Source: an optimization exercise on an open RTL-to-GDS flow (aim: small area and a short achievable clock period). Production flows keep margins and buffers that such runs may drop. At most, simulation tests tie the RTL to the original design; equivalence was not proved. Power and IR drop assume default switching activity.

==> flow/design.v <==
package axis_wconv_pkg;
    function automatic integer wconv_depth(input integer nin, input integer nout);
        wconv_depth = nin + nout;
    endfunction
    function automatic integer wconv_cnt_w(input integer nin, input integer nout);
        wconv_cnt_w = $clog2(nin + nout + 1);
    endfunction
    function automatic bit wconv_params_ok(input integer nin, input integer nout);
        wconv_params_ok = (nin >= 1) && (nout >= 1);
    endfunction
endpackage
module wconv_sbuf
#(
    parameter int B    = 16,
    parameter int NIN  = 12,
    parameter int NOUT = 16
) (
    input  logic              aclk,
    input  logic [6:0]        hold,       
    input  logic              pop,        
    input  logic [20:0]       wr,         
    input  logic [NIN*B-1:0]  in_dat,
    output logic [NOUT*B-1:0] head
);
    localparam int GW = 4 * B;      
    logic [7*GW-1:0] grp;
    logic [7*GW-1:0] grp_n;
    logic [GW-1:0] g0, g1, g2, g3, g4, g5, g6;
    logic [GW-1:0] i0, i1, i2;
    logic [GW-1:0] y1, y3, y4;
    assign {g6, g5, g4, g3, g2, g1, g0} = grp;
    assign {i2, i1, i0} = in_dat;
    wconv_aoi3 #(.W(GW)) u_aoi1 (
        .e0 (hold[1]), .d0 (g1), .e1 (pop),   .d1 (g5), .e2 (wr[1*3+0]), .d2 (i0), .y (y1)
    );
    wconv_aoi3 #(.W(GW)) u_aoi3 (
        .e0 (hold[3]), .d0 (g3), .e1 (wr[3*3+0]), .d1 (i0), .e2 (wr[3*3+1]), .d2 (i1), .y (y3)
    );
    wconv_aoi3 #(.W(GW)) u_aoi4 (
        .e0 (hold[4]), .d0 (g4), .e1 (wr[4*3+0]), .d1 (i0), .e2 (wr[4*3+1]), .d2 (i1), .y (y4)
    );
    always_comb begin
        grp_n[0*GW +: GW] = ({GW{hold[0]}} & g0) | ({GW{pop}} & g4) | ({GW{wr[0*3+0]}} & i0);
        grp_n[1*GW +: GW] = ~y1 | ({GW{wr[1*3+1]}} & i1);
        grp_n[2*GW +: GW] = ({GW{hold[2]}} & g2) | ({GW{pop}} & g6) | ({GW{wr[2*3+0]}} & i0)
                          | ({GW{wr[2*3+1]}} & i1) | ({GW{wr[2*3+2]}} & i2);
        grp_n[3*GW +: GW] = ~y3 | ({GW{wr[3*3+2]}} & i2);
        grp_n[4*GW +: GW] = ~y4 | ({GW{wr[4*3+2]}} & i2);
        grp_n[5*GW +: GW] = ({GW{hold[5]}} & g5) | ({GW{wr[5*3+1]}} & i1) | ({GW{wr[5*3+2]}} & i2);
        grp_n[6*GW +: GW] = ({GW{hold[6]}} & g6) | ({GW{wr[6*3+2]}} & i2);
    end
    always_ff @(posedge aclk) begin
        grp <= grp_n;
    end
    assign head = grp[NOUT*B-1:0];
endmodule
module wconv_aoi3
#(
    parameter int W = 64
) (
    input  logic         e0,
    input  logic [W-1:0] d0,
    input  logic         e1,
    input  logic [W-1:0] d1,
    input  logic         e2,
    input  logic [W-1:0] d2,
    output logic [W-1:0] y
);
    assign y = ~(({W{e0}} & d0) | ({W{e1}} & d1) | ({W{e2}} & d2));
endmodule
module axis_wconv_v2
#(
    parameter int B    = 16,
    parameter int NIN  = 12,
    parameter int NOUT = 16
) (
    input  logic              aclk,
    input  logic              areset,
    input  logic              s_axis_tvalid,
    output logic              s_axis_tready,
    input  logic [NIN*B-1:0]  s_axis_tdata,
    input  logic              s_axis_tlast,
    output logic              m_axis_tvalid,
    input  logic              m_axis_tready,
    output logic [NOUT*B-1:0] m_axis_tdata,
    output logic              m_axis_tlast
);
    logic [2:0] cnt_g;       
    logic       flush;
    logic       rdy_r;       
    logic       vld_r;       
    logic       lst_r;       
    logic [4:0] at_r;        
    logic [2:0] cnt_n;
    logic       flush_n;
    logic       rdy_n;
    logic       s_hs;
    logic       m_hs;
    assign s_axis_tready = rdy_r && !areset;
    assign m_axis_tvalid = vld_r && !areset;
    assign m_axis_tlast  = lst_r && !areset;
    assign s_hs = s_axis_tvalid && rdy_r;
    assign m_hs = m_axis_tready && vld_r;
    always_comb begin
        cnt_n   = cnt_g;
        flush_n = flush;
        if (m_hs) begin
            cnt_n = (cnt_g >= 3'd4) ? cnt_g - 3'd4 : 3'd0;
        end
        if (s_hs) begin
            cnt_n = cnt_n + 3'd3;
        end
        if (m_hs && lst_r) begin
            flush_n = 1'b0;
        end else if (s_hs && s_axis_tlast) begin
            flush_n = 1'b1;
        end
        rdy_n = (cnt_n <= 3'd4) && !flush_n;
    end
    always_ff @(posedge aclk) begin
        if (areset) begin
            cnt_g <= 3'd0;
            flush <= 1'b0;
            rdy_r <= 1'b1;
            vld_r <= 1'b0;
            lst_r <= 1'b0;
            at_r  <= 5'b00001;
        end else begin
            cnt_g <= cnt_n;
            flush <= flush_n;
            rdy_r <= rdy_n;
            vld_r <= (cnt_n >= 3'd4) || (flush_n && (cnt_n != 3'd0));
            lst_r <= flush_n && (cnt_n <= 3'd4);
            for (int k = 0; k < 5; k++) begin
                at_r[k] <= rdy_n && (cnt_n == 3'(k));
            end
        end
    end
    logic        pop;
    logic [6:0]  hold;
    logic [20:0] wr;            
    logic [4:0]  at_le;         
    assign pop = m_axis_tready && vld_r;
    always_comb begin
        at_le[0] = at_r[0];
        for (int g = 1; g < 5; g++) begin
            at_le[g] = at_le[g-1] || at_r[g];
        end
        for (int g = 0; g < 7; g++) begin
            for (int k = 0; k < 3; k++) begin
                if (g - k < 0) begin
                    wr[g*3+k] = 1'b0;
                end else if (g - k == 0) begin
                    wr[g*3+k] = s_axis_tvalid && (at_r[0] || (m_axis_tready && at_r[4]));
                end else if (g - k < 4) begin
                    wr[g*3+k] = s_axis_tvalid && at_r[g-k];
                end else if (g - k == 4) begin
                    wr[g*3+k] = s_axis_tvalid && at_r[4] && !m_axis_tready;
                end else begin
                    wr[g*3+k] = 1'b0;
                end
            end
            hold[g] = !(pop || (s_axis_tvalid && at_le[(g < 4) ? g : 4]));
        end
    end
    wconv_sbuf #(
        .B    (B),
        .NIN  (NIN),
        .NOUT (NOUT)
    ) u_sbuf (
        .aclk    (aclk),
        .hold    (hold),
        .pop     (pop),
        .wr      (wr),
        .in_dat  (s_axis_tdata),
        .head    (m_axis_tdata)
    );
endmodule
==> flow/config.mk <==
export PLATFORM = sky130hd
export DESIGN_NAME = axis_wconv_v2
export DESIGN_NICKNAME = axis_wconv_v2
export VERILOG_FILES = /design/flow/design.v
export SDC_FILE = /design/flow/constraint.sdc
export NUM_CORES = 4
export LEC_CHECK = 0
export CAP_MARGIN = 20
export CORE_MARGIN = 2
export CORE_UTILIZATION = 40
export CTS_BUF_LIST = sky130_fd_sc_hd__clkbuf_16
export CTS_CLUSTER_DIAMETER = 90
export CTS_CLUSTER_SIZE = 26
export SETUP_SLACK_MARGIN = 4.1
export SLEW_MARGIN = 20
export SYNTH_HIERARCHICAL = 1
==> flow/constraint.sdc <==
create_clock -name core_clock -period 7.0 [get_ports {aclk}]
set_input_delay 1.4000 -clock core_clock [delete_from_list [all_inputs] [get_ports {aclk}]]
set_output_delay 1.4000 -clock core_clock [all_outputs]
set_load 0.01 [all_outputs]
standard.sh (not shown) runs the stock make flow with config.mk's settings and CLKGATE_MAP_FILE= SYNTH_SCRIPT=/design/flow/synth_recipe.tcl, a recipe that flattens the netlist after the stock synthesis.
==> flow/flow/run.sh <==
#!/bin/bash
# Standard layout, with the port buffers made from the smallest buffer cell instead of the
# cell buffer_ports picks by default (a slow delay cell).
set -euo pipefail
export BUFFER_PORTS_ARGS="-buffer_cell sky130_fd_sc_hd__buf_1"
bash standard.sh > make_finish.log 2>&1
==> next run, changes <==
Settings changed: CTS_CLUSTER_DIAMETER 90 to 60, CTS_CLUSTER_SIZE 26 to 24, SETUP_SLACK_MARGIN 4.1 to 3.7.
Via count climbs by 1.5%.
Wire length rises by 3.6%.
Critical path depth does not change.
Design area went up by 2.5%.
Combinational power is higher by about 2%.
Area after synthesis does not change.
Hold slack is about the same.
Fmax is lower by 3.5%.
Final cell count is higher by 1.3%.
Power came out higher by 8.0%.
First-iteration DRC count climbs by 11%.
==> next run, changes <==
Settings changed: CTS_CLUSTER_SIZE 24 to 30, SETUP_SLACK_MARGIN 3.7 to 4.1.
Effect:
- utilization barely changes
- count of clock-buffer cells in the layout stays the same
- combinational power came out lower by about 3%
- power barely changes
- die area stays the same
- final cell count hardly moves
- design area barely changes
- global-route usage came out lower by 0.75 points

========
Another version of the RTL of axis_wconv_v2 (not shown whole).
Size: ~2,100 cells after synthesis, ~460 flip-flops, about 460 I/O pins, roughly 20,000 um2 of cells after synthesis.
Settings: LEC_CHECK=0, CAP_MARGIN=20, CORE_MARGIN=2, CORE_UTILIZATION=40, SETUP_SLACK_MARGIN=3.7, SLEW_MARGIN=20; clock period 7.0 ns.
Scripts as last shown in full above: flow/flow/run.sh
The first run produced a clean layout.
Next try:
Settings changed: CORE_UTILIZATION 40 to 55, CTS_BUF_LIST set to sky130_fd_sc_hd__clkbuf_4 sky130_fd_sc_hd__clkbuf_8, CTS_CLUSTER_DIAMETER set to 50, CTS_CLUSTER_SIZE set to 16.
After rerunning: Die area came out lower by 27%. Total power came out lower by 12%. First-iteration DRC count came out higher by 11%. Final cell count came out lower by 7.8%. Area after synthesis is unchanged. Wire length stays flat. Utilization came out higher by 14 points. Non-clock buffer count came out lower by 4. Cell area came out lower by 5.2%. Maximum frequency hardly moves. Hold slack is better by 0.0065 ns.
No run of this note included a check of the RTL's function; only the layout flow was run.

========
Starting RTL as in the previous note.
Design axis_wconv_v2, start of the top module:
module axis_wconv_v2
#(
    parameter int B    = 16,
    parameter int NIN  = 12,
    parameter int NOUT = 16
) (
    input  logic              aclk,
    input  logic              areset,
    input  logic              s_axis_tvalid,
    output logic              s_axis_tready,
    input  logic [NIN*B-1:0]  s_axis_tdata,
    input  logic              s_axis_tlast,
    output logic              m_axis_tvalid,
    input  logic              m_axis_tready,
    output logic [NOUT*B-1:0] m_axis_tdata,
    output logic              m_axis_tlast
);
Settings: LEC_CHECK=0, CAP_MARGIN=20, CORE_MARGIN=2, CORE_UTILIZATION=40, CTS_BUF_LIST=sky130_fd_sc_hd__clkbuf_16, CTS_CLUSTER_DIAMETER=60, CTS_CLUSTER_SIZE=24, SETUP_SLACK_MARGIN=3.85, SLEW_MARGIN=20; clock period 7.0 ns.
Scripts as last shown in full above: flow/flow/run.sh
Then changed:
- SETUP_SLACK_MARGIN: 3.85 -> 3.7
=>
- area after synthesis stays the same
- clock power barely changes
- maximum frequency falls by 2.5%
- power hardly moves
- sequential share of layout area barely changes
- die area does not change
Then changed:
- CTS_BUF_LIST: sky130_fd_sc_hd__clkbuf_16 -> sky130_fd_sc_hd__clkbuf_4 sky130_fd_sc_hd__clkbuf_8
- CTS_CLUSTER_SIZE: 24 -> 20
Power shrinks by 6.8%.
Synthesized cell count stays the same.
Count of clock-buffer cells in the layout rises by 8.
Hold slack barely changes.
Global-route usage hardly moves.
Wire length stays flat.
No run of this note included a check of the RTL's function; only the layout flow was run.

-- separate check: timing with driven ports --
How much do the figures lean on ideal ports? The routed layouts below were timed once more, with nothing changed but the port constraints. Step 1 sets driving cells, clkbuf_16 on the clock port and buf_2 on the other inputs (assumed; they add their load-dependent delay and slew). Step 2 also shifts input and output timing later by t, the mid clock arrival at the registers, as if the neighbouring blocks saw the same clock. Three values: no drivers, after step 1, after step 2; two values: the first two.
run	shift t [ns]	slack for setup (ns)	latest minus earliest clock arrival (ns)	slew at the worst register clock pin (ns)
the first run of note 1	0.621	3.869 / 3.821 / 3.609	0.025 / 0.025	0.11 / 0.11
the second run of note 1	0.623	3.754 / 3.735 / 3.306	0.029 / 0.030	0.09 / 0.09
the third run of note 1	0.608	3.869 / 3.821 / 3.579	0.021 / 0.020	0.09 / 0.09
the first run of note 2	0.633	3.761 / 3.739 / 3.209	0.017 / 0.017	0.07 / 0.07
the second run of note 2	0.675	3.757 / 3.740 / 3.105	0.046 / 0.046	0.10 / 0.10
the first run of note 3	0.610	3.834 / 3.827 / 3.250	0.027 / 0.028	0.09 / 0.09
the second run of note 3	0.609	3.753 / 3.731 / 3.233	0.025 / 0.025	0.09 / 0.09
the third run of note 3	0.675	3.751 / 3.731 / 3.219	0.046 / 0.046	0.12 / 0.12
After both steps every run listed still meets setup and hold. The setup slack of the second run of note 2, which loses most, moves by -0.017 ns with the drivers and by -0.652 ns with both steps.
